Context: an optimization exercise on an open-source flow, tuned for small area and a short achievable clock period. The choices shown serve that exercise and are no tape-out recipe. No run shown here included a check of the RTL's function; only the layout flow was run. Power figures rest on the tool's default switching activity, not on a simulated workload.

[design.v]
`timescale 1ns/1ps
package axil_pkg;
    localparam int addr_width = 16;
    localparam int data_width = 32;
    localparam int strb_width = 4;
    typedef enum logic [1:0] {
        resp_okay   = 2'b00,
        resp_slverr = 2'b10
    } resp_t;
    typedef enum logic [1:0] {
        wr_idle,
        wr_data,
        wr_resp
    } wr_state_t;
    typedef enum logic {
        rd_idle,
        rd_resp
    } rd_state_t;
endpackage
`timescale 1ns/1ps
package ranker_pkg;
    localparam logic [15:0] addr_control = 16'h0000;
    localparam logic [15:0] addr_status  = 16'h0004;
    localparam logic [15:0] addr_config  = 16'h0008;
    localparam logic [15:0] addr_hash_lo = 16'h0020;
    localparam logic [15:0] addr_hash_hi = 16'h0024;
    localparam logic [15:0] addr_seg_lo  = 16'h0028;
    localparam logic [15:0] addr_seg_hi  = 16'h002C;
    localparam logic [15:0] addr_pos_lo  = 16'h0030;
    localparam logic [15:0] addr_pos_hi  = 16'h0034;
    localparam logic [15:0] addr_score   = 16'h0038;
    localparam logic [15:0] addr_result  = 16'h003C;
    localparam int ctrl_valid_bit  = 1;
    localparam int status_done_bit = 1;
    localparam int status_rank_lo  = 16;
    typedef logic [63:0] key_t;
    typedef logic [31:0] score_t;
    typedef logic [15:0] rank_t;
endpackage
`timescale 1ns/1ps
`timescale 1ns/1ps
`timescale 1ns/1ps
`timescale 1ns/1ps
module ranker_top (
    input  logic                  clk,
    input  logic                  reset,
    input  logic [axil_pkg::addr_width-1:0] awaddr,
    input  logic                  awvalid,
    output logic                  awready,
    input  logic [axil_pkg::data_width-1:0] wdata,
    input  logic [axil_pkg::strb_width-1:0] wstrb,
    input  logic                  wvalid,
    output logic                  wready,
    output axil_pkg::resp_t                 bresp,
    output logic                  bvalid,
    input  logic                  bready,
    input  logic [axil_pkg::addr_width-1:0] araddr,
    input  logic                  arvalid,
    output logic                  arready,
    output logic [axil_pkg::data_width-1:0] rdata,
    output axil_pkg::resp_t                 rresp,
    output logic                  rvalid,
    input  logic                  rready,
    output logic                  irq_out
);
    localparam logic [3:0] w_control = 4'h0;
    localparam logic [3:0] w_status  = 4'h1;
    localparam logic [3:0] w_config  = 4'h2;
    localparam logic [3:0] w_hash_lo = 4'h8;
    localparam logic [3:0] w_hash_hi = 4'h9;
    localparam logic [3:0] w_seg_lo  = 4'hA;
    localparam logic [3:0] w_seg_hi  = 4'hB;
    localparam logic [3:0] w_pos_lo  = 4'hC;
    localparam logic [3:0] w_pos_hi  = 4'hD;
    localparam logic [3:0] w_score   = 4'hE;
    localparam logic [3:0] w_result  = 4'hF;
    function automatic logic writable(input logic [15:0] a);
        writable = (a[15:6] == 10'd0) && (a[1:0] == 2'd0) &&
                   (a[5:2] == w_control || a[5:2] == w_config ||
                    (a[5:2] >= w_hash_lo && a[5:2] != w_result));
    endfunction
    function automatic logic readable(input logic [15:0] a);
        readable = (a[15:6] == 10'd0) && (a[1:0] == 2'd0) &&
                   (a[5:2] <= w_config || a[5:2] >= w_hash_lo);
    endfunction
    logic       st_data, st_resp;
    logic [3:0] aw_word;
    logic       aw_ok;
    logic       wr_en;
    assign awready = ~(st_data | st_resp);
    assign wready  = st_data;
    assign bvalid  = st_resp;
    assign bresp   = axil_pkg::resp_t'({~aw_ok, 1'b0});
    assign wr_en   = st_data && wvalid && aw_ok;
    always_ff @(posedge clk or posedge reset) begin
        if (reset) begin
            st_data <= 1'b0;
            st_resp <= 1'b0;
        end else begin
            if (awready && awvalid) st_data <= 1'b1;
            else if (st_data && wvalid) st_data <= 1'b0;
            if (st_data && wvalid) st_resp <= 1'b1;
            else if (st_resp && bready) st_resp <= 1'b0;
        end
    end
    always_ff @(posedge clk) begin
        if (awready) begin
            aw_word <= awaddr[5:2];
            aw_ok   <= writable(awaddr);
        end
    end
    logic        live_q;
    logic [31:0] control_q, config_q, hash_lo_q, hash_hi_q, seg_lo_q, seg_hi_q;
    logic [31:0] pos_lo_q, pos_hi_q, score_q, result_q;
    logic        done_q;
    logic [6:0]  rank_q;
    logic [31:0] wr_data;
    always_ff @(posedge clk or posedge reset) begin
        if (reset) live_q <= 1'b0;
        else       live_q <= 1'b1;
    end
    assign wr_data = live_q ? wdata : 32'd0;
    function automatic logic lane_en(input logic live, input logic wr, input logic [3:0] word,
                                     input logic [3:0] target, input logic strb);
        lane_en = !live || (wr && word == target && strb);
    endfunction
    always_ff @(posedge clk) begin
        for (int i = 0; i < 4; i++) begin
            if (lane_en(live_q, wr_en, aw_word, w_control, wstrb[i])) control_q[i*8 +: 8] <= wr_data[i*8 +: 8];
            if (lane_en(live_q, wr_en, aw_word, w_config,  wstrb[i])) config_q[i*8 +: 8]  <= wr_data[i*8 +: 8];
            if (lane_en(live_q, wr_en, aw_word, w_hash_lo, wstrb[i])) hash_lo_q[i*8 +: 8] <= wr_data[i*8 +: 8];
            if (lane_en(live_q, wr_en, aw_word, w_hash_hi, wstrb[i])) hash_hi_q[i*8 +: 8] <= wr_data[i*8 +: 8];
            if (lane_en(live_q, wr_en, aw_word, w_seg_lo,  wstrb[i])) seg_lo_q[i*8 +: 8]  <= wr_data[i*8 +: 8];
            if (lane_en(live_q, wr_en, aw_word, w_seg_hi,  wstrb[i])) seg_hi_q[i*8 +: 8]  <= wr_data[i*8 +: 8];
            if (lane_en(live_q, wr_en, aw_word, w_pos_lo,  wstrb[i])) pos_lo_q[i*8 +: 8]  <= wr_data[i*8 +: 8];
            if (lane_en(live_q, wr_en, aw_word, w_pos_hi,  wstrb[i])) pos_hi_q[i*8 +: 8]  <= wr_data[i*8 +: 8];
            if (lane_en(live_q, wr_en, aw_word, w_score,   wstrb[i])) score_q[i*8 +: 8]   <= wr_data[i*8 +: 8];
        end
    end
    logic [63:0] same;
    logic [3:0]  part_q [8];
    logic [5:0]  half_q [2];
    logic [6:0]  cnt;
    logic [31:0] diff1_q, diff2_q;
    logic        run1_q, run2_q;
    assign same = ~({hash_hi_q, hash_lo_q} ^ {seg_hi_q, seg_lo_q});
    assign cnt  = 7'(half_q[0]) + 7'(half_q[1]);
    always_ff @(posedge clk) begin
        for (int i = 0; i < 8; i++) begin
            part_q[i] <= 4'($countones(same[i*8 +: 8]));
        end
        for (int i = 0; i < 2; i++) begin
            half_q[i] <= (6'(part_q[4*i]) + 6'(part_q[4*i+1])) + (6'(part_q[4*i+2]) + 6'(part_q[4*i+3]));
        end
        diff1_q <= score_q - {16'd0, pos_lo_q[15:0]};
        diff2_q <= diff1_q;
    end
    always_ff @(posedge clk or posedge reset) begin
        if (reset) begin
            run1_q <= 1'b0;
            run2_q <= 1'b0;
        end else begin
            run1_q <= control_q[ranker_pkg::ctrl_valid_bit] && live_q;
            run2_q <= run1_q;
        end
    end
    assign irq_out = run2_q;
    always_ff @(posedge clk or posedge reset) begin
        if (reset)       done_q <= 1'b0;
        else if (run2_q) done_q <= 1'b1;
    end
    always_ff @(posedge clk) begin
        if (run2_q) begin
            result_q <= diff2_q + {17'd0, cnt, 8'd0};
            rank_q   <= cnt;
        end
    end
    logic        rd_busy;
    logic [31:0] rd_word;
    logic        rd_ok;
    logic        rd_err;
    assign arready = ~rd_busy;
    assign rvalid  = rd_busy;
    assign rresp   = axil_pkg::resp_t'({rd_err, 1'b0});
    always_ff @(posedge clk or posedge reset) begin
        if (reset) begin
            rd_busy <= 1'b0;
        end else begin
            if (arvalid && !rd_busy) rd_busy <= 1'b1;
            else if (rd_busy && rready) rd_busy <= 1'b0;
        end
    end
    assign rd_ok = readable(araddr);
    always_comb begin
        case (araddr[5:2])
            w_control: rd_word = control_q;
            w_status:  rd_word = {9'd0, done_q ? rank_q : 7'd0, 14'd0, done_q, 1'b0};
            w_config:  rd_word = config_q;
            w_hash_lo: rd_word = hash_lo_q;
            w_hash_hi: rd_word = hash_hi_q;
            w_seg_lo:  rd_word = seg_lo_q;
            w_seg_hi:  rd_word = seg_hi_q;
            w_pos_lo:  rd_word = pos_lo_q;
            w_pos_hi:  rd_word = pos_hi_q;
            w_score:   rd_word = score_q;
            w_result:  rd_word = done_q ? result_q : 32'd0;
            default:   rd_word = '0;
        endcase
        if (!rd_ok || !live_q) rd_word = '0;
    end
    always_ff @(posedge clk) begin
        if (!rd_busy) begin
            rdata  <= rd_word;
            rd_err <= !rd_ok;
        end
    end
endmodule
[run.sh]
#!/bin/bash
# synth_recipe.tcl (not shown) runs the flow's synth.tcl, then flattens the netlist and writes it again
# the make line also repeats each setting of config.mk as NAME=value (left out here)
make -C /OpenROAD-flow-scripts/flow DESIGN_CONFIG=/design/flow/config.mk WORK_HOME=/design/flow/orfs CLKGATE_MAP_FILE= SYNTH_SCRIPT=/design/flow/synth_recipe.tcl finish
[config.mk]
export PLATFORM = sky130hd
export DESIGN_NAME = ranker_top
export DESIGN_NICKNAME = ranker_top
export VERILOG_FILES = /design/flow/design.v
export SDC_FILE = /design/flow/constraint.sdc
export NUM_CORES = 4
export LEC_CHECK = 0
export CAP_MARGIN = 20
export CORE_MARGIN = 2
export CORE_UTILIZATION = 40
export SETUP_SLACK_MARGIN = 4.5
export SLEW_MARGIN = 20
[constraint.sdc]
create_clock -name core_clock -period 7.5 [get_ports {clk}]
set_input_delay 1.5000 -clock core_clock [delete_from_list [all_inputs] [get_ports {clk}]]
set_output_delay 1.5000 -clock core_clock [all_outputs]
set_load 0.01 [all_outputs]
==> results of run 1 <==
-- where the power goes --
group	switching, mW	total [mW]	internal (mW)
Sequential	0.221	3.55	3.33
Combinational	1.45	2.66	1.22
Clock	1.04	2.52	1.48
Total	2.71	8.74	6.02
-- what timing repair did --
item	CTS	global route
gates cloned	3	0
pin swaps	46	35
endpoints found under the hold margin	0	0
gates resized for setup	174	68
setup buffers	41	16
setup endpoints to repair	368	328
-- layer usage --
metal / share of wire [%] / wire, um / vias up
met3: 8.5 / 4900 / 107
met4: 2.9 / 1700 / 0
met1: 40 / 23000 / 6444
li1: - / - / 5586
met2: 49 / 28300 / 674
met5: 0 / 0 / -
-- cell usage after synthesis, drive strengths merged, types with 19 or more instances --
cell type / number / area share (%)
a21oi: 54 / 1.3
a222oi: 62 / 3.1
a22oi: 50 / 1.9
and2: 36 / 1.1
and3: 29 / 0.90
clkbuf: 44 / 0.82
dfxtp: 108 / 11
edfxtp: 365 / 55
fa: 51 / 5.1
ha: 63 / 3.9
inv: 98 / 1.8
nand2: 37 / 0.69
nor2: 33 / 0.62
nor2b: 19 / 0.59
o21ai: 50 / 1.2
xnor2: 53 / 2.3
xor2: 78 / 3.4
-- critical path, delay by kind of cell --
family,cells,cell delay [ns]
AOI/OAI and AO/OA,1,0.50
buffers and inverters,1,0.53
and+or+nand+nor,3,0.87
-- cell type report --
cell class | instances | area [um2] | share of cell area (%)
clock buffer | 68 | 1440 | 5.69
clock inverter | 25 | 230 | 0.913
inverter | 98 | 368 | 1.46
multi-input combinational | 757 | 7120 | 28.2
sequential | 480 | 13300 | 52.8
tap | 672 | 841 | 3.34
timing repair buffer | 192 | 1910 | 7.58
-- layout by cell type, fill, tap and decap left out, types with 8 or more instances in the layout --
master and count:
edfxtp_1 365, a221oi_1 8, dfxtp_1 105, o21ai_0 13, inv_2 15, clkinv_2 13
inv_1 83, nor4_1 9, nor2b_1 18, xor2_2 15, o21ai_4 26, xnor2_1 46
a21oi_1 50, ha_1 51, a222oi_1 62, buf_12 12, fa_2 9, nor2_1 20
nand2_1 34, ha_2 8, a21o_1 8, a22o_1 8, xor2_1 62, a22oi_1 50
dlygate4sd2_1 24, a31oi_1 11, and2_1 36, clkbuf_16 52, fa_1 42, o21ai_2 9
clkbuf_1 8, nor3_1 9, clkdlybuf4s50_1 83, buf_6 8, and3_1 29, buf_4 55
-- logic make-up (layout without fill, tap and decap cells) --
kind of cell             Yosys count  count (layout)
buffers and inverters            147             383
XOR/XNOR                         131             131
adder cells (fa/ha/maj)          114             114
AND/OR/NAND/NOR                  226             226
AO/OA/AOI/OAI                    281             282
other                              2               3
multiplexers                       1               1
flip-flops                       480             480
-- per-stage QoR --
step / hold WS [ns] / setup WS, ns / util [%] / cell area (um2) / std cells
finish: 0.321 / 4.34 / 50.6 / 25200 / 2292
global route: 0.328 / 4.27 / 50.6 / 25200 / 2292
CTS: 0.325 / 4.25 / 49.6 / 24700 / 2276
detailed placement: 0.312 / 3.14 / 44.3 / 22100 / 2139
global placement: 0.311 / 3.07 / 44.2 / 22100 / 2137
floorplan: 0.310 / 4.47 / - / 20100 / 1383
-- worst max path at each step --
stage | start | to | slack [ns] | depth (start not counted)
after detailed placement | araddr[5] | rdata[0]$_SDFFCE_PP0N_ | 3.14 | 7
after CTS | wvalid | control_q[2]$_DFFE_PP_ | 4.25 | 5
final | wvalid | config_q[22]$_DFFE_PP_ | 4.34 | 5
after global placement | araddr[3] | rdata[19]$_SDFFCE_PP0N_ | 3.07 | 5
after floorplan | araddr[4] | rdata[12]$_SDFFCE_PP0N_ | 4.47 | 7
after global routing | wvalid | control_q[15]$_DFFE_PP_ | 4.27 | 5
==> impl_metrics.py, run 1 <==
metrics = {
    "floorplanning": {
        "start_util_pct": 40.3,
        "dieArea_um2": 52000,
        "die_y_um": 228,
        "io_pins": 117,
        "placementRows": 82,
        "fp.dieW_um": 228,
        "fp.coreArea_um2": 49900,
    },
    "critical_path": {
        "r2r_start": "seg_hi_q[16]$_DFFE_PP_",
        "cp_cell_sequence": "clkdlybuf4s50_1 -> nand2_1 -> nor4_1 -> nand2_1 -> o21ai_4",
        "ff2ff_setup_slack_ns": 4.37,
        "crit_type": "primary input to flip-flop",
        "critical-path-max-stage-delay_ns": 0.53,
        "crit_path_max_fanout": 8,
        "cp-end-kind": "flip-flop",
        "reg2reg_depth": 9,
        "worstPathRequired_ns": 7.74,
        "cp_common_cell": "nand2_1",
        "reg2reg_to": "part_q[6][1]$_DFF_P_",
        "worstPathArrival_ns": 3.40,
        "worstSetupStartpointType": "primary input",
        "cp_slowest_cell": "clkdlybuf4s50_1",
    },
    "clocking": {
        "path_clk_slew_ns": 0.06,
        "htreeDepth": 2,
        "cts_max_path_buffers": 3,
        "cts_hold_buffers": 0,
        "cts_buffers": 50,
        "cts-root-buf": "clkbuf_16",
        "cts_tree": "yes",
        "numClockSinks": 480,
        "clk_latency_ns": 0.59,
    },
    "sta": {
        "worst_pin_slew_ns": 1.18,
        "fmax_ghz": 0.317,
        "rsz0062_at_grt": "yes",
        "setup_tns_ns": 0,
        "setup_viol": 0,
        "hold_viol_final": 0,
        "finalCriticalPeriod_ns": 3.16,
        "relSlewSlack_pct": 21.4,
        "post-route-period-util_pct": 42.1,
        "finClkSkew_ns": 0.0148,
        "drv_slew": 0,
    },
    "synthesis": {
        "synth_area_um2": 20100,
        "synth_top_family_by_area": "compound AO/OA/AOI/OAI gates",
        "synth_mux_area_share_pct": 0.0560,
        "synthCells": 1382,
        "synthArstFlopShare_pct": 1.46,
        "synth-compound-area-share_pct": 10.1,
        "synth_xor_area_share_pct": 5.71,
        "yosysWarnings": 3,
        "yosys_register_bits": 480,
        "yosysUniqueCellTypes": 51,
        "synth_flop_cell": "edfxtp_1",
        "synth_edf_count": 365,
        "synth_simple_gate_area_share_pct": 6.13,
        "post_synth_fa_ha_maj_area_fraction_pct": 9.00,
        "synth.avg_cell_area_um2": 14.5,
        "synth-seq-area-share_pct": 66.2,
    },
    "placement": {
        "io_buffers": 114,
        "gp_congestion": 0.919,
        "hpwl_mm": 39.5,
    },
    "grt": {
        "busiest_layer": "met2",
        "grt_use_total_pct": 22.2,
        "grt_max_degree": 59,
        "met3_usage_pct": 3.40,
        "grt_util_met2_pct": 37.0,
        "grt_pass1_vias": 12928,
        "grt_overflow": 0,
        "use_met1_pct": 29.9,
        "antenna_found_initial": 0,
        "grt_pass1_wl_mm": 85.4,
    },
    "cells_and_area": {
        "drive_gt1_share_pct": 19.6,
        "area_growth_pct": 25.5,
        "diodes": 0,
        "nNetsFinal": 1768,
        "fillCellCount": 4226,
    },
    "min_path": {
        "hold_start": "diff1_q[0]$_DFF_P_",
        "holdPathEnd": "diff2_q[0]$_DFF_P_",
        "hp-class": "flip-flop to flip-flop",
        "hold_depth": 0,
    },
    "detailed_routing": {
        "drtAntennaViolNets": 0,
        "via_count": 12811,
        "first_pass_iters": 9,
        "routed_via_density": 5.59,
        "routed_wl_mm": 57.9,
        "drc_errors": 0,
        "post_drt_wl_per_cell_um": 25.3,
        "drt_iter0_drc": 1721,
    },
    "pwr": {
        "power_density_nw_per_um2": 346,
        "leakagePower_nw": 9.31,
        "max-vdd-ir-drop_mv": 0.206,
        "power_mw": 8.74,
    },
    "run": {
        "max_cap_violations": 0,
    },
    "status": {
        "status": "finished clean",
    },
}
==> run 2: changes to the inputs <==
--- a/config.mk
+++ b/config.mk
@@ -8,5 +8,5 @@
 export CAP_MARGIN = 20
 export CORE_MARGIN = 2
 export CORE_UTILIZATION = 40
-export SETUP_SLACK_MARGIN = 4.5
+export SETUP_SLACK_MARGIN = 4.0
 export SLEW_MARGIN = 20
==> run 2 against run 1 <==
  * Still clean on timing, DRC and antenna
  * Worst hold slack is essentially flat
  * Die area is the same
  * Critical path depth is the same
  * Highest routed layer unchanged
==> impl_metrics.py, run 2 <==
metrics = {
    "critical_path": {
        "crit_type": "primary input to flip-flop",
        "cp-end-kind": "flip-flop",
        "worstPathRequired_ns": 7.91,
        "reg2reg_depth": 9,
        "endpoint": "rdata[17]$_SDFFCE_PP0N_",
        "reg2reg_to": "part_q[2][2]$_DFF_P_",
        "r2r_start": "hash_lo_q[17]$_DFFE_PP_",
        "worstSetupStartpointType": "primary input",
        "ff2ff_setup_slack_ns": 4.08,
        "worstPathArrival_ns": 3.86,
        "crit_path_max_fanout": 8,
        "critPathLaunch": "araddr[2]",
    },
    "synthesis": {
        "synthCells": 1382,
        "synth_area_um2": 20100,
        "synth_edf_count": 365,
        "synth_top_area_cell": "edfxtp_1",
        "synth_flop_cell": "edfxtp_1",
        "synthArstFlopShare_pct": 1.46,
        "yosys-top-cells-count": "edfxtp_1 (365), dfxtp_1 (108), inv_1 (98)",
        "yosys_register_bits": 480,
        "yosysWarnings": 3,
        "synthTopCellsByArea": "edfxtp_1 (55%), dfxtp_1 (11%), fa_1 (5.1%), ha_1 (3.9%), xor2_1 (3.4%)",
        "synth_top_area_share_pct": 54.5,
        "synth.avg_cell_area_um2": 14.5,
        "yosysUniqueCellTypes": 51,
        "yosysMostFrequentCell": "edfxtp_1",
        "synth-seq-area-share_pct": 66.2,
    },
    "grt": {
        "grt_overflow": 0,
        "antenna_found_initial": 1,
        "grt_use_total_pct": 21.9,
        "grt_pass1_wl_mm": 83.4,
        "grt_max_degree": 63,
        "grt_pass1_vias": 12644,
    },
    "clocking": {
        "path_clk_slew_ns": 0.06,
        "cts_max_path_buffers": 3,
        "cts_tree": "yes",
        "numClockSinks": 480,
        "cts_hold_buffers": 0,
        "cts_buffers": 50,
        "clk_latency_ns": 0.61,
        "htreeDepth": 2,
        "cts-root-buf": "clkbuf_16",
    },
    "placement": {
        "dp.cells": 2157,
        "io_buffers": 114,
        "gp_congestion": 0.834,
        "hpwl_mm": 38.6,
    },
    "pwr": {
        "max-vdd-ir-drop_mv": 0.197,
        "leakagePower_nw": 8.82,
        "power_density_nw_per_um2": 351,
    },
    "detailed_routing": {
        "drt_iter0_drc": 1595,
        "via_count": 12542,
        "first_pass_iters": 7,
        "drtAntennaViolNets": 0,
        "drc_errors": 0,
        "routed_wl_mm": 57.5,
        "routed_via_density": 5.56,
        "post_drt_wl_per_cell_um": 25.5,
    },
    "floorplanning": {
        "die_y_um": 228,
        "fp.dieW_um": 228,
        "io_pins": 117,
        "placementRows": 82,
        "fp.coreArea_um2": 49900,
        "start_util_pct": 40.3,
        "dieArea_um2": 52000,
    },
    "cells_and_area": {
        "multiInputGateArea_um2": 6310,
        "nNetsFinal": 1731,
        "drive_gt1_share_pct": 9.09,
        "postLayoutCoreUtil_pct": 48.1,
        "area_growth_pct": 19.3,
        "layout_commonest_cell": "edfxtp_1",
        "fillCellCount": 4379,
        "diodes": 0,
        "final_cell_mix": "edfxtp_1 (365), clkdlybuf4s50_1 (114), dfxtp_1 (108), inv_1 (97), xor2_1 (78)",
        "layout.cells.non_filler": 2256,
        "regArea_um2": 13300,
    },
    "sta": {
        "relSlewSlack_pct": 21.9,
        "fmax_ghz": 0.290,
        "hold_viol_final": 0,
        "rsz0062_at_grt": "no",
        "worst_pin_slew_ns": 1.17,
        "post-route-period-util_pct": 45.9,
        "drv_slew": 0,
        "setup_tns_ns": 0,
        "finalCriticalPeriod_ns": 3.44,
        "finClkSkew_ns": 0.0289,
        "setup_viol": 0,
    },
    "run": {
        "max_cap_violations": 0,
    },
    "min_path": {
        "hold_start": "diff1_q[3]$_DFF_P_",
        "hp-class": "flip-flop to flip-flop",
        "hold_depth": 0,
    },
    "status": {
        "status": "finished clean",
    },
}
==> run 2: cell counts after synthesis <==
Identical to the previous run, type by type.
==> run 2: metal layers <==
metal / share of wire (%) / global-route usage, %
met3: 9.4 / 4.00
met5: 0 / 0
met4: 2.9 / 7.33
met2: 47 / 35.3
met1: 41 / 30.0
==> run 2: logic make-up after synthesis <==
kind of cell / Yosys count / share of synthesized area (%)
XOR/XNOR: 131 / 5.71
AO/OA/AOI/OAI: 281 / 10.1
other: 2 / 0.0374
AND/OR/NAND/NOR: 226 / 6.13
flip-flops: 480 / 66.2
multiplexers: 1 / 0.0560
buffers and inverters: 147 / 2.80
adder cells (fa/ha/maj): 114 / 9.00
==> run 2: cell type report <==
class,instances,area share (%)
Clock inverter,26,1.17
Inverter,98,1.56
Multi-Input combinational cell,756,26.3
Sequential cell,480,55.5
Timing Repair Buffer,156,6.07
Tap cell,672,3.51
Clock buffer,68,5.89
==> run 2: worst min-delay path by stage <==
stage,endpoint,slack (ns)
CTS,diff2_q[3]$_DFF_P_,0.32
global placement,diff2_q[4]$_DFF_P_,0.31
finish,diff2_q[3]$_DFF_P_,0.32
global route,diff2_q[25]$_DFF_P_,0.33
detailed placement,diff2_q[17]$_DFF_P_,0.31
floorplan,diff2_q[0]$_DFF_P_,0.31
==> run 2: critical path, cell delays in order <==
cell and delay, ns:
clkdlybuf4s50_1 0.63, nand2b_1 0.20, nor4b_2 0.98, a222oi_1 0.27, a31oi_1 0.27
==> run 2: through the flow <==
step                setup slack, ns  power [mW]  instance area (um2)  hold WS [ns]
detailed placement             3.10        5.88                22200         0.312
global placement               3.15        5.83                22200         0.310
CTS                            4.02        8.46                23900         0.321
global route                   4.00        8.91                24000         0.327
floorplan                      4.33        5.04                20100         0.310
finish                         4.06        8.43                24000         0.321
==> run 2: repair_timing <==
item / CTS / global route
buffers inserted: 1 / 4
pin swaps: 1 / 1
setup endpoints to repair: 34 / 20
gates resized for setup: 6 / 5
endpoints found under the hold margin: 0 / 0
==> run 2: report_power, final <==
group | internal [mW] | total [mW] | switching [mW]
clock network | 1.50 | 2.54 | 1.05
registers | 3.33 | 3.54 | 0.210
logic | 1.01 | 2.35 | 1.33
==> run 3: changes to the inputs <==
--- a/design.v
+++ b/design.v
@@ -83,30 +83,34 @@
         readable = (a[15:6] == 10'd0) && (a[1:0] == 2'd0) &&
                    (a[5:2] <= w_config || a[5:2] >= w_hash_lo);
     endfunction
-    logic       st_data, st_resp;
+    logic       st_idle, st_data, st_resp;
     logic [3:0] aw_word;
-    logic       aw_ok;
+    logic       aw_ok, aw_err;
     logic       wr_en;
-    assign awready = ~(st_data | st_resp);
+    assign awready = st_idle;
     assign wready  = st_data;
     assign bvalid  = st_resp;
-    assign bresp   = axil_pkg::resp_t'({~aw_ok, 1'b0});
+    assign bresp   = axil_pkg::resp_t'({aw_err, 1'b0});
     assign wr_en   = st_data && wvalid && aw_ok;
     always_ff @(posedge clk or posedge reset) begin
         if (reset) begin
+            st_idle <= 1'b1;
             st_data <= 1'b0;
             st_resp <= 1'b0;
         end else begin
-            if (awready && awvalid) st_data <= 1'b1;
+            if (st_idle && awvalid) st_idle <= 1'b0;
+            else if (st_resp && bready) st_idle <= 1'b1;
+            if (st_idle && awvalid) st_data <= 1'b1;
             else if (st_data && wvalid) st_data <= 1'b0;
             if (st_data && wvalid) st_resp <= 1'b1;
             else if (st_resp && bready) st_resp <= 1'b0;
         end
     end
     always_ff @(posedge clk) begin
-        if (awready) begin
+        if (st_idle) begin
             aw_word <= awaddr[5:2];
             aw_ok   <= writable(awaddr);
+            aw_err  <= !writable(awaddr);
         end
     end
     logic        live_q;
@@ -175,19 +179,25 @@
             rank_q   <= cnt;
         end
     end
-    logic        rd_busy;
+    logic        rd_idle, rd_busy;
     logic [31:0] rd_word;
     logic        rd_ok;
     logic        rd_err;
-    assign arready = ~rd_busy;
+    assign arready = rd_idle;
     assign rvalid  = rd_busy;
     assign rresp   = axil_pkg::resp_t'({rd_err, 1'b0});
     always_ff @(posedge clk or posedge reset) begin
         if (reset) begin
+            rd_idle <= 1'b1;
             rd_busy <= 1'b0;
         end else begin
-            if (arvalid && !rd_busy) rd_busy <= 1'b1;
-            else if (rd_busy && rready) rd_busy <= 1'b0;
+            if (arvalid && rd_idle) begin
+                rd_idle <= 1'b0;
+                rd_busy <= 1'b1;
+            end else if (rd_busy && rready) begin
+                rd_idle <= 1'b1;
+                rd_busy <= 1'b0;
+            end
         end
     end
     assign rd_ok = readable(araddr);
@@ -209,7 +219,7 @@
         if (!rd_ok || !live_q) rd_word = '0;
     end
     always_ff @(posedge clk) begin
-        if (!rd_busy) begin
+        if (rd_idle) begin
             rdata  <= rd_word;
             rd_err <= !rd_ok;
         end
--- a/config.mk
+++ b/config.mk
@@ -8,5 +8,5 @@
 export CAP_MARGIN = 20
 export CORE_MARGIN = 2
 export CORE_UTILIZATION = 40
-export SETUP_SLACK_MARGIN = 4.0
+export SETUP_SLACK_MARGIN = 4.5
 export SLEW_MARGIN = 20
==> run 3 against run 2 <==
  * Clock power rose by 4%
  * Via count rose by 4.3%
  * Final cell count rose by 2.5%
  * Critical path type is now flip-flop to flip-flop
  * Flip-flop and latch count rose by 3
  * Largest power group unchanged
  * Worst hold slack improved by 0.0028 ns
  * Largest cell class unchanged
==> impl_metrics.py, run 3 <==
metrics = {
    "cells_and_area": {
        "drive_gt1_share_pct": 19.0,
        "layout.cells.non_filler": 2312,
        "layout_commonest_cell": "edfxtp_1",
        "nNetsFinal": 1787,
        "final_cell_mix": "edfxtp_1 (366), dfxtp_1 (106), inv_1 (92), clkdlybuf4s50_1 (77), xor2_1 (63)",
        "area_growth_pct": 25.7,
    },
    "critical_path": {
        "r2r_start": "seg_lo_q[12]$_DFFE_PP_",
        "reg2reg_depth": 9,
        "crit_type": "flip-flop to flip-flop",
        "ff2ff_setup_slack_ns": 4.38,
        "cp-end-kind": "flip-flop",
        "worstPathArrival_ns": 3.60,
        "reg2reg_to": "part_q[1][1]$_DFF_P_",
        "crit_path_max_fanout": 2,
        "worstSetupStartpointType": "flip-flop",
        "worstPathRequired_ns": 7.98,
    },
    "sta": {
        "finalCriticalPeriod_ns": 3.12,
        "setup_tns_ns": 0,
        "rsz0062_at_grt": "yes",
        "fmax_ghz": 0.321,
        "relSlewSlack_pct": 14.7,
        "finClkSkew_ns": 0.0148,
        "worst_pin_slew_ns": 1.28,
        "drv_slew": 0,
        "post-route-period-util_pct": 41.6,
        "setup_viol": 0,
        "hold_viol_final": 0,
    },
    "pwr": {
        "max-vdd-ir-drop_mv": 0.255,
        "leakagePower_nw": 9.48,
        "power_mw": 9.09,
        "power_density_nw_per_um2": 356,
    },
    "min_path": {
        "holdPathEnd": "diff2_q[4]$_DFF_P_",
        "hold_depth": 0,
        "hp-class": "flip-flop to flip-flop",
        "hold_start": "diff1_q[4]$_DFF_P_",
    },
    "clocking": {
        "cts-root-buf": "clkbuf_16",
        "cts_max_path_buffers": 3,
        "numClockSinks": 483,
        "cts_tree": "yes",
        "cts_buffers": 50,
        "clk_latency_ns": 0.59,
        "path_clk_slew_ns": 0.06,
        "cts_hold_buffers": 0,
        "htreeDepth": 2,
    },
    "detailed_routing": {
        "drtAntennaViolNets": 0,
        "post_drt_wl_per_cell_um": 26.2,
        "routed_via_density": 5.66,
        "drc_errors": 0,
        "routed_wl_mm": 60.5,
        "first_pass_iters": 9,
        "via_count": 13079,
        "drt_iter0_drc": 1759,
    },
    "placement": {
        "dp.cells": 2162,
        "io_buffers": 114,
        "gp_congestion": 0.898,
        "hpwl_mm": 40.3,
    },
    "synthesis": {
        "synthArstFlopShare_pct": 1.86,
        "synth_flop_cell": "edfxtp_1",
        "synthCells": 1403,
        "synth_top_area_cell": "edfxtp_1",
        "yosys_register_bits": 483,
        "synth_area_um2": 20300,
        "synth-seq-area-share_pct": 65.9,
        "yosysWarnings": 3,
        "synth_top_area_share_pct": 54.1,
        "yosysUniqueCellTypes": 55,
        "yosys-top-cells-count": "edfxtp_1 (366), dfxtp_1 (108), inv_1 (99)",
        "yosysMostFrequentCell": "edfxtp_1",
        "synth.avg_cell_area_um2": 14.5,
        "synthTopCellsByArea": "edfxtp_1 (54%), dfxtp_1 (11%), fa_1 (5.0%), ha_1 (3.9%), xor2_1 (3.5%)",
        "synth_edf_count": 366,
    },
    "floorplanning": {
        "die_y_um": 229,
        "fp.coreArea_um2": 50200,
        "start_util_pct": 40.5,
        "fp.dieW_um": 229,
        "placementRows": 82,
        "io_pins": 117,
        "dieArea_um2": 52600,
    },
    "grt": {
        "antenna_found_initial": 3,
        "grt_overflow": 0,
        "grt_max_degree": 71,
        "grt_use_total_pct": 22.5,
        "grt_pass1_vias": 13115,
        "grt_pass1_wl_mm": 85.9,
    },
    "status": {
        "status": "finished clean",
    },
    "run": {
        "max_cap_violations": 0,
    },
}
run 3: area by class of cell:
| type | instances | area, um2 |
|---|---|---|
| clock buffer | 66 | 1420 |
| multi-input combinational | 771 | 7290 |
| tap | 672 | 841 |
| timing repair buffer | 193 | 1870 |
| sequential | 483 | 13400 |
| antenna | 1 | 2.50 |
| clock inverter | 27 | 335 |
| inverter | 99 | 372 |
| fill | 4148 | 24700 |
run 3: timing repair:
action,4_1_cts,5_1_grt
resized for setup,155,83
endpoints found under the setup margin,342,313
pin swaps,54,31
cloned,2,2
setup buffers,38,14
run 3: cell families after synthesis:
logic type | share of synthesized area, %
flip-flops | 65.9
AO/OA/AOI/OAI | 10.2
AND/OR/NAND/NOR | 6.40
buffers and inverters | 2.86
XOR/XNOR | 5.57
adder cells (fa/ha/maj) | 8.91
multiplexers | 0.148
other | 0.0370
run 3: worst max-delay path by stage:
stage | cells past startpoint | end | start
6_report | 9 | part_q[1][1]$_DFF_P_ | seg_lo_q[12]$_DFFE_PP_
5_1_grt | 9 | part_q[7][1]$_DFF_P_ | hash_hi_q[24]$_DFFE_PP_
4_1_cts | 5 | hash_hi_q[7]$_DFFE_PP_ | wvalid
3_5_place_dp | 7 | rdata[10]$_SDFFCE_PP0P_ | araddr[5]
3_3_place_gp | 5 | hash_hi_q[23]$_DFFE_PP_ | wvalid
2_1_floorplan | 7 | rdata[17]$_SDFFCE_PP0P_ | araddr[5]
run 3: layer usage:
layer	vias to the layer above	routed length, um	part of all wire (%)	GRT usage, %
li1	5664	-	-	-
met1	6484	23700	39	29.9
met2	786	28600	47	36.7
met3	143	5760	9.5	4.43
met4	2	2360	3.9	8.28
met5	-	13	0.022	0
run 3: critical path, cell delays in order (launching register included):
cell	delay, ns
edfxtp_1	0.47
xor2_2	0.22
fa_1	0.46
fa_1	0.49
inv_1	0.05
fa_1	0.49
ha_2	0.19
inv_2	0.04
fa_2	0.57
inv_1	0.05
run 3: report_power, final:
part | switching (mW) | internal (mW)
Combinational | 1.59 | 1.31
Clock | 1.06 | 1.57
Sequential | 0.223 | 3.34
run 3: through the flow:
step                instance area [um2]  setup slack (ns)  hold WS, ns  utilization [%]
finish                            25500              4.38        0.324             50.8
global route                      25500              4.28        0.329             50.8
CTS                               24900              4.25        0.323             49.7
detailed placement                22300              3.20        0.312             44.5
global placement                  22300              3.18        0.311             44.4
floorplan                         20300              4.46        0.310                -
==> run 4: changes to the inputs <==
==> flow/run.sh (new file) <==
#!/bin/bash
# The standard layout, with plain buffers on the ports instead of the delay
# buffers buffer_ports picks by default. Every port still gets its buffer.
set -euo pipefail
export BUFFER_PORTS_ARGS="-buffer_cell sky130_fd_sc_hd__buf_2"
bash standard.sh > standard.log 2>&1
==> standard.sh (new file) <==
#!/bin/bash
# synth_recipe.tcl (not shown) runs the flow's synth.tcl, then flattens the netlist and writes it again
# the make line also repeats each setting of config.mk as NAME=value (left out here)
make -C /OpenROAD-flow-scripts/flow DESIGN_CONFIG=/design/flow/config.mk WORK_HOME=/design/flow/orfs CLKGATE_MAP_FILE= SYNTH_SCRIPT=/design/flow/synth_recipe.tcl "${@:-finish}"
removed: run.sh
==> run 4 against run 3 <==
  * Clock skew is 0.012 ns higher
  * Wire length is 3.7% lower
  * Flip-flop and latch count stayed put
  * Design area is 5.2% lower
  * Total power is 3.8% lower
  * Area after synthesis stayed put
  * Final cell count is 0.95% lower
  * First-iteration DRC count is 6.4% higher
  * Fmax is 1.3% lower
  * Die area stayed put
  * Worst setup slack worse by 0.041 ns
  * Utilization is 2.6 points lower
  * Critical path type unchanged
  * Highest routed layer is now met4
==> impl_metrics.py, run 4 <==
metrics = {
    "critical_path": {
        "cp_slowest_cell": "fa_1",
        "worstSetupStartpointType": "flip-flop",
        "cpLargestDelayFamily": "adder cells",
        "cp_cell_sequence": "xor2_2 -> fa_1 -> fa_1 -> fa_1 -> inv_1 -> ha_2 -> inv_2 -> fa_2 -> inv_1",
        "critical-path-max-stage-delay_ns": 0.56,
        "crit_buf_inv": 3,
        "cp_common_cell": "fa_1",
        "cp-end-kind": "flip-flop",
        "crit_path_max_fanout": 2,
        "worstPathArrival_ns": 3.64,
        "crit_type": "flip-flop to flip-flop",
        "worstPathRequired_ns": 7.98,
    },
    "sta": {
        "worst_pin_slew_ns": 0.814,
        "drv_slew": 0,
        "setup_tns_ns": 0,
        "setup_viol": 0,
        "finalCriticalPeriod_ns": 3.16,
        "post-route-period-util_pct": 42.1,
        "fmax_ghz": 0.317,
        "relSlewSlack_pct": 45.4,
        "finClkSkew_ns": 0.0271,
        "hold_viol_final": 0,
        "rsz0062_at_grt": "yes",
        "whs_ns": 0.316,
        "fin_ws_ns": 4.34,
    },
    "cells_and_area": {
        "final_area_um2": 24200,
        "postLayoutCoreUtil_pct": 48.2,
        "layout.cells.non_filler": 2290,
        "diodes": 0,
        "drive_gt1_share_pct": 21.7,
        "area_growth_pct": 19.2,
        "fillCellCount": 4251,
        "layout_commonest_cell": "edfxtp_1",
        "nNetsFinal": 1767,
        "final_cell_mix": "edfxtp_1 (366), buf_2 (114), dfxtp_1 (106), inv_1 (92), xor2_1 (68)",
    },
    "detailed_routing": {
        "first_pass_iters": 8,
        "drtAntennaViolNets": 0,
        "routed_via_density": 5.63,
        "drc_errors": 0,
        "post_drt_wl_per_cell_um": 25.4,
        "drt_iter0_drc": 1872,
        "routed_wl_mm": 58.2,
        "via_count": 12884,
    },
    "synthesis": {
        "synth-seq-area-share_pct": 65.9,
        "synth_area_um2": 20300,
        "yosysUniqueCellTypes": 55,
        "synthArstFlopShare_pct": 1.86,
        "yosys_register_bits": 483,
        "synth_top_area_cell": "edfxtp_1",
        "yosysWarnings": 3,
        "yosys-top-cells-count": "edfxtp_1 (366), dfxtp_1 (108), inv_1 (99)",
        "synth.avg_cell_area_um2": 14.5,
        "synthTopCellsByArea": "edfxtp_1 (54%), dfxtp_1 (11%), fa_1 (5.0%), ha_1 (3.9%), xor2_1 (3.5%)",
        "yosysMostFrequentCell": "edfxtp_1",
        "synthCells": 1403,
        "synth_flop_cell": "edfxtp_1",
        "synth_top_area_share_pct": 54.1,
        "synth_edf_count": 366,
    },
    "floorplanning": {
        "io_pins": 117,
        "fp.coreArea_um2": 50200,
        "fp.dieW_um": 229,
        "placementRows": 82,
        "dieArea_um2": 52600,
        "die_y_um": 229,
        "start_util_pct": 40.5,
    },
    "placement": {
        "place_ws_ns": 3.72,
        "io_buffers": 114,
        "placed_cell_area_um2": 21700,
        "gp_congestion": 0.912,
        "hpwl_mm": 39.9,
        "dp.cells": 2161,
    },
    "run": {
        "max_cap_violations": 0,
    },
    "clocking": {
        "numClockSinks": 483,
        "cts_tree": "yes",
        "cts_max_path_buffers": 3,
        "htreeDepth": 2,
        "path_clk_slew_ns": 0.06,
        "clk_latency_ns": 0.59,
        "cts_hold_buffers": 0,
        "cts-root-buf": "clkbuf_16",
        "cts_buffers": 48,
    },
    "grt": {
        "antenna_found_initial": 2,
        "grt_overflow": 0,
        "grt_use_total_pct": 22.0,
        "grt_max_degree": 59,
        "grt_pass1_wl_mm": 84.8,
        "grt_pass1_vias": 13094,
    },
    "status": {
        "status": "finished clean",
    },
    "pwr": {
        "power_density_nw_per_um2": 361,
        "leakagePower_nw": 9.12,
        "power_mw": 8.74,
        "max-vdd-ir-drop_mv": 0.211,
    },
    "min_path": {
        "hp-class": "flip-flop to flip-flop",
    },
}
run 4: cell count changes in the layout (fill, tap and decap cells not counted), sizes merged, moves of 3 or more:
cell / before / now
buf: 76 / 174
clkdlybuf4s50: 77 / 0
dlygate4sd2: 27 / 0
dlymetal6s2s: 5 / 0
clkinv: 16 / 9
clkbuf: 72 / 69
run 4: layer usage:
metal,track usage (%),vias up,wire length [um]
li1,-,5616,-
met1,29.4,6467,23700
met2,36.6,681,27700
met3,3.46,120,4650
met4,7.69,0,2230
met5,0,-,0
run 4: timing repair:
item                                    in CTS  in global routing
buffers inserted                            25                 13
endpoints found under the setup margin     217                111
pin swaps                                   41                 26
gates resized for setup                     64                 36
endpoints found under the hold margin        0                  0
run 4: cell type report:
cell class | instances | area (um2) | area share, %
clock buffer | 68 | 1420 | 5.88
clock inverter | 22 | 308 | 1.27
inverter | 99 | 372 | 1.54
multi-input combinational | 771 | 6820 | 28.2
sequential | 483 | 13400 | 55.3
tap | 672 | 841 | 3.48
timing repair buffer | 175 | 1050 | 4.34
run 4: power breakdown:
| part | leakage (nW) | total (mW) | internal [mW] | switching (mW) |
|---|---|---|---|---|
| combinational | 3.61 | 2.57 | 1.16 | 1.41 |
| clock | 0.839 | 2.60 | 1.57 | 1.03 |
| sequential | 4.67 | 3.58 | 3.34 | 0.236 |
run 4: kinds of logic after synthesis:
group	synth area share, %
compound gates	10.2
xor+xnor	5.57
fa+ha+maj	8.91
buf+inv	2.86
flops	65.9
mux	0.148
other cells	0.0370
simple gates	6.40
run 4: path summary, 6_finish.rpt:
path	startpoint	end	slack [ns]	cells past startpoint
max	hash_hi_q[22]$_DFFE_PP_	part_q[6][1]$_DFF_P_	4.34	9
min in group asynchronous	reset	run1_q$_DFF_PP0_	0.91	2
max reg2reg	hash_hi_q[22]$_DFFE_PP_	part_q[6][1]$_DFF_P_	4.34	9
max in group asynchronous	reset	rd_idle$_DFFE_PP1P_	6.24	2
min reg2reg	diff1_q[19]$_DFF_P_	diff2_q[19]$_DFF_P_	0.32	0
min	diff1_q[19]$_DFF_P_	diff2_q[19]$_DFF_P_	0.32	0

[static timing again, ports no longer ideal]
How much do the figures lean on ideal ports? The routed layouts below were timed once more, with nothing changed but the port constraints. Step 1 (the two cells are an assumption about what drives the block):
set clk [get_ports {clk}]
set_driving_cell -lib_cell sky130_fd_sc_hd__clkbuf_16 $clk
set_driving_cell -lib_cell sky130_fd_sc_hd__buf_2 [delete_from_list [all_inputs] $clk]
Step 2 adds t to the input delays and takes it off the output delays; t is the mean of the earliest and latest rising clock arrival at the registers after step 1. Input paths then give back, and output paths get back, about the clock's delay inside the block. a / b / c = no drivers / after step 1 / after step 2; a / b = the first two.
run	t (ns)	setup WS [ns]	worst hold slack (ns)	clock arrival spread, ns
run 1	0.637	4.341 / 4.370 / 3.734	0.321 / 0.321 / 0.321	0.018 / 0.019
run 2	0.650	4.055 / 4.039 / 3.433	0.321 / 0.321 / 0.321	0.031 / 0.030
run 3	0.647	4.382 / 4.382 / 3.824	0.324 / 0.324 / 0.324	0.017 / 0.017
run 4	0.633	4.341 / 4.341 / 4.008	0.316 / 0.316 / 0.316	0.027 / 0.027
After both steps every run listed still meets setup and hold. The setup slack of run 2, which loses most, moves by -0.016 ns with the drivers and by -0.622 ns with both steps.
